From an optimization exercise on the open Yosys and OpenROAD flow, aimed at small area, a short achievable clock period and few clock cycles per item; shortcuts taken in it are not production practice.
Function was checked by simulation only, so behaviour that the tests miss may differ from the original.

==> flow/design.v, too long to show whole: its modules and the start of the top module <==
// module fan_speed_controller_top: 1292 lines
module fan_speed_controller_top (
    input  logic        i_clk,
    input  logic        i_rst_n,
    input  logic        psel,
    input  logic        penable,
    input  logic        pwrite,
    input  logic [4:0]  paddr,
    input  logic [31:0] pwdata,
    output logic [31:0] prdata,
    output logic        pready,
    input  logic        i_s_tvalid,
    output logic        o_s_tready,
    input  logic [23:0] i_s_tdata,
    output logic        o_m_tvalid,
    input  logic        i_m_tready,
    output logic [39:0] o_m_tdata
);
  // ...
==> flow/run.sh <==
#!/bin/bash
# synth_recipe.tcl (not shown) runs the flow's synth.tcl, then flattens the netlist and writes it again
# the make line also repeats each setting of config.mk as NAME=value (left out here)
make -C /OpenROAD-flow-scripts/flow DESIGN_CONFIG=/design/flow/config.mk WORK_HOME=/design/flow/orfs CLKGATE_MAP_FILE= SYNTH_SCRIPT=/design/flow/synth_recipe.tcl finish
==> flow/config.mk <==
export PLATFORM = sky130hd
export DESIGN_NAME = fan_speed_controller_top
export DESIGN_NICKNAME = fan_speed_controller_top
export VERILOG_FILES = /design/flow/design.v
export SDC_FILE = /design/flow/constraint.sdc
export NUM_CORES = 4
export LEC_CHECK = 0
export ABC_AREA = 1
export CAP_MARGIN = 20
export CORE_MARGIN = 2
export CORE_UTILIZATION = 40
export SETUP_SLACK_MARGIN = 4
export SLEW_MARGIN = 20
==> flow/constraint.sdc <==
create_clock -name core_clock -period 10.0 [get_ports {i_clk}]
set_input_delay 2.0000 -clock core_clock [delete_from_list [all_inputs] [get_ports {i_clk}]]
set_output_delay 2.0000 -clock core_clock [all_outputs]
set_load 0.01 [all_outputs]
==> results.cfg, run 1 <==
[yosys]
yosys.area_share.simple_pct = 16.5
synthMuxAreaShare_pct = 0.0378
synth_area_leaders = fa_1 18%, edfxtp_1 16%, ha_1 12%, dfxtp_1 9.5%, inv_1 9.4%
yosysSeqAreaShare_pct = 25.5
synth.distinct_cells = 68
synthArstFlopShare_pct = 0
ys.flop_type = edfxtp_1

[critical_path]
path_max_fanout = 12
setup.worst_path.end = r_p[28]
critical-path-max-stage-delay_ns = 0.67
cp-start-kind = register
slowest_stage = edfxtp_1
worstReg2RegEnd = r_p[28]
arrival_ns = 6.19

[floorplan]
ios = 143
die-height_um = 368

[global_route]
use_met3_pct = 3.95
grt_pass1_wl_mm = 256
grt_pass1_vias = 43200
grt_max_degree = 103
grt-ovfl-total = 0

[clock_network]
cts_resized = 24

[finish]
final_layout_size_suffix_gt1_share_pct = 4.85
design_area_um2 = 58800
final_common_cell = inv_1
antenna_cells = 4

[routing]
dr_wl_met3_mm = 11.1
wl_met2_mm = 79.5
drt_wl_total_mm = 170

[outcome]
status = timing/DRC/antenna clean

[sta]
maxSlewHeadroom_pct = 28.1
max_freq_mhz = 173

[run]
drv_cap = 0
Testbench counts, summed over its fixed seeds: cycles 13,632, items 12,800.
==> run 2: changes to the inputs <==
--- a/flow/config.mk
+++ b/flow/config.mk
@@ -5,7 +5,6 @@
 export SDC_FILE = /design/flow/constraint.sdc
 export NUM_CORES = 4
 export LEC_CHECK = 0
-export ABC_AREA = 1
 export CAP_MARGIN = 20
 export CORE_MARGIN = 2
 export CORE_UTILIZATION = 40
==> run 2 against run 1 <==
  * Final cell count decreased by 14%
  * Cell area decreased by 0.71%
  * Largest cell class unchanged
  * Highest routed layer unchanged
==> results.cfg, run 2 <==
[outcome]
status = timing/DRC/antenna clean

[routing]
wl_per_cell_um = 20.1
drc = 0
avgViaCountPerCell = 5.34
first_pass_iters = 5
drt_wl_total_mm = 146
drt-initial-drc-count = 2664
via_count = 38800
drtAntennaViolNets = 0

[yosys]
synth_area_per_cell_um2 = 9.45
synth_top_area_share_pct = 18.4
synth_area_leaders = fa_1 18%, edfxtp_1 17%, ha_1 13%, dfxtp_1 9.9%, inv_1 5.8%
syn-instance-count = 5352
yosys.area_share.simple_pct = 12.9
synth_compound_area_share_pct = 14.7
synthArstFlopShare_pct = 0
synthMuxAreaShare_pct = 2.87
synth.distinct_cells = 107
yosysMostFrequentCell = inv_1
synth_area_um2 = 50600
synth_fa_ha_area_share_pct = 31.0
ys_seq_elements = 534
ys_top_cells_by_count = 782 x inv_1, 510 x ha_1, 469 x nand2_1, 464 x fa_1, 377 x a21oi_1
yosysWarnings = 3
synth-xor-area-share_pct = 4.38
synth_top_family_by_area = adder cells
synth_top_cell_by_area = fa_1
ys.flop_type = edfxtp_1
yosysSeqAreaShare_pct = 26.8
synth_edf_count = 283

[global_route]
grt_pass1_vias = 39000
grt_pass1_wl_mm = 223
grt_max_degree = 151
antenna_found_initial = 10
grt-ovfl-total = 0
grt_use_total_pct = 22.2

[sta]
slew_viol_final = 0
worst_slew_pin_slew_ns = 0.983
rsz0062_at_grt = yes
finalHoldViolations = 0
setup_viol_count_final = 0
fin_setup_tns_ns = 0
period_minus_slack_ns = 6.03
timing.final.crit_share_pct = 60.3
skew_ns = 0.0277
maxSlewHeadroom_pct = 34.2
max_freq_mhz = 166

[floorplan]
num_rows = 130
ios = 143
start_util_pct = 40.3
dieWidth_um = 360
design.core.area_um2 = 126000
die-height_um = 360
die_area_um2 = 129000

[clock_network]
clk_pin_slew_ns = 0.06
clk_path_buf_depth = 3
cts-buffers-inserted = 69
clock-root-buffer = clkbuf_16
cts.sinks = 534
htree_num_levels = 3
clock_latency_ns = 0.66
cts_tree = yes

[critical_path]
worstReg2RegEnd = r_p[29]
r2r_slack_ns = 3.97
reg2reg_depth = 20
path_class = reg2reg
path_max_fanout = 5
crit_path_end_kind = register
rr_startpoint = r_x[13]
cp-start-kind = register
critPathRequiredTime_ns = 10.37
arrival_ns = 6.41

[run]
drv_cap = 0

[hold_path]
whs_endpoint = fi7[11]
whs_path_depth = 0
min_path_type = reg2reg
hp-start = fi6[11]

[placed_design]
dpl.hpwl_mm = 111
io_buffers = 115
placed_area_um2 = 53300
gp_congestion = 0.931

[finish]
largest_register = r_u
final_common_cell = inv_1
syn2layout_area_growth_pct = 15.4
nets = 6596
area.sequential_um2 = 13600
design_area_um2 = 58400
final_layout_size_suffix_gt1_share_pct = 11.2
largest_register_ffs = 35
nFillCells = 11800
multi_input_area_um2 = 34600
layout_common_cells = 763 x inv_1, 470 x ha_1, 468 x nand2_1
top_regs = r_u x35, r_p x31, r_tu x31
-- run 2: logic make-up (layout without fill, tap and decap cells) --
| family | count (synthesis) | in the layout |
|---|---|---|
| AOI/OAI and AO/OA | 1151 | 1152 |
| xor gates and xnor gates | 253 | 253 |
| adders and majority gates | 974 | 974 |
| buffers and inverters | 959 | 1210 |
| DFF | 534 | 534 |
| muxes | 136 | 136 |
| other | 2 | 10 |
| and+or+nand+nor | 1343 | 1344 |
-- run 2: what timing repair did --
| action | 4_1_cts | 5_1_grt |
|---|---|---|
| gates resized for setup | 149 | 189 |
| pin swaps | 55 | 69 |
| hold buffers | 0 | 0 |
| gates cloned | 3 | 2 |
| endpoints found under the setup margin | 46 | 43 |
| buffers inserted | 81 | 70 |
-- run 2: worst max path at each step --
stage / endpoint / slack, ns / from / depth (start not counted)
5_1_grt: r_p[29] / 3.77 / r_x[7] / 21
3_3_place_gp: r_rem[17] / 2.28 / k5 / 24
2_1_floorplan: r_rem[17] / 4.03 / k5 / 29
6_report: r_p[29] / 3.97 / r_x[13] / 20
4_1_cts: r_p[29] / 3.87 / r_x[13] / 20
3_5_place_dp: r_rem[1] / 2.22 / k5 / 25
-- run 2: cell type report --
class / instances / area share (%)
repair buffers: 297 / 4.62
flip-flops and latches: 534 / 23.4
diodes: 3 / 0.0129
well taps: 1650 / 3.54
clock inverters: 43 / 0.791
inverters: 785 / 5.18
clock buffers: 84 / 3.25
multi-input cells: 3866 / 59.2
repair inverters: 1 / 0.0150
-- run 2: critical path, cell delays in order, from the launching register on --
cell	delay [ns]
edfxtp_1	0.55
buf_4	0.24
and2_1	0.17
fa_1	0.55
fa_1	0.43
fa_1	0.51
fa_1	0.43
fa_1	0.51
ha_2	0.31
a21oi_2	0.17
a21boi_1	0.08
o21a_1	0.21
nor3_2	0.13
a21oi_2	0.09
o41ai_2	0.20
buf_4	0.18
o21ai_2	0.07
or4_4	0.44
a31o_4	0.24
a21oi_4	0.13
xnor2_2	0.11
-- run 2: routing by layer --
| layer | up-vias | track usage, % | part of all wire, % |
|---|---|---|---|
| met5 | - | 0 | 0.034 |
| met3 | 245 | 3.35 | 5.4 |
| li1 | 18500 | - | - |
| met1 | 19000 | 28.4 | 43 |
| met4 | 8 | 8.42 | 3.9 |
| met2 | 1021 | 37.8 | 48 |
-- run 2: per-stage QoR --
step	instances	hold slack (ns)	worst slack, ns	util (%)
after floorplan	5357	0.400	4.03	-
after global placement	6977	0.402	2.28	42.5
after detailed placement	6977	0.405	2.22	42.5
after CTS	7188	0.411	3.87	45.3
after global routing	7260	0.418	3.77	46.5
final	7263	0.414	3.97	46.5

## afterwards: timing with drivers on the ports
How much do the figures lean on ideal ports? The routed layouts below were timed once more, with nothing changed but the port constraints. Step 1, drivers: a clkbuf_16 drives i_clk and a buf_2 each remaining input, both assumed. Step 2 adds t to the input delays and takes it off the output delays; t is the mean of the earliest and latest rising clock arrival at the registers after step 1. Input paths then give back, and output paths get back, about the clock's delay inside the block. Slacks: no drivers / after step 1 / after step 2; pairs: no drivers / after step 1.
run	t (ns)	setup WS [ns]	hold slack, ns	cell pins on the clock port's net
run 1	0.735	4.204 / 4.204 / 4.204	0.402 / 0.402 / 0.402	1
run 2	0.720	3.967 / 3.967 / 3.967	0.414 / 0.414 / 0.414	1
After both steps setup and hold are still met in every run listed.
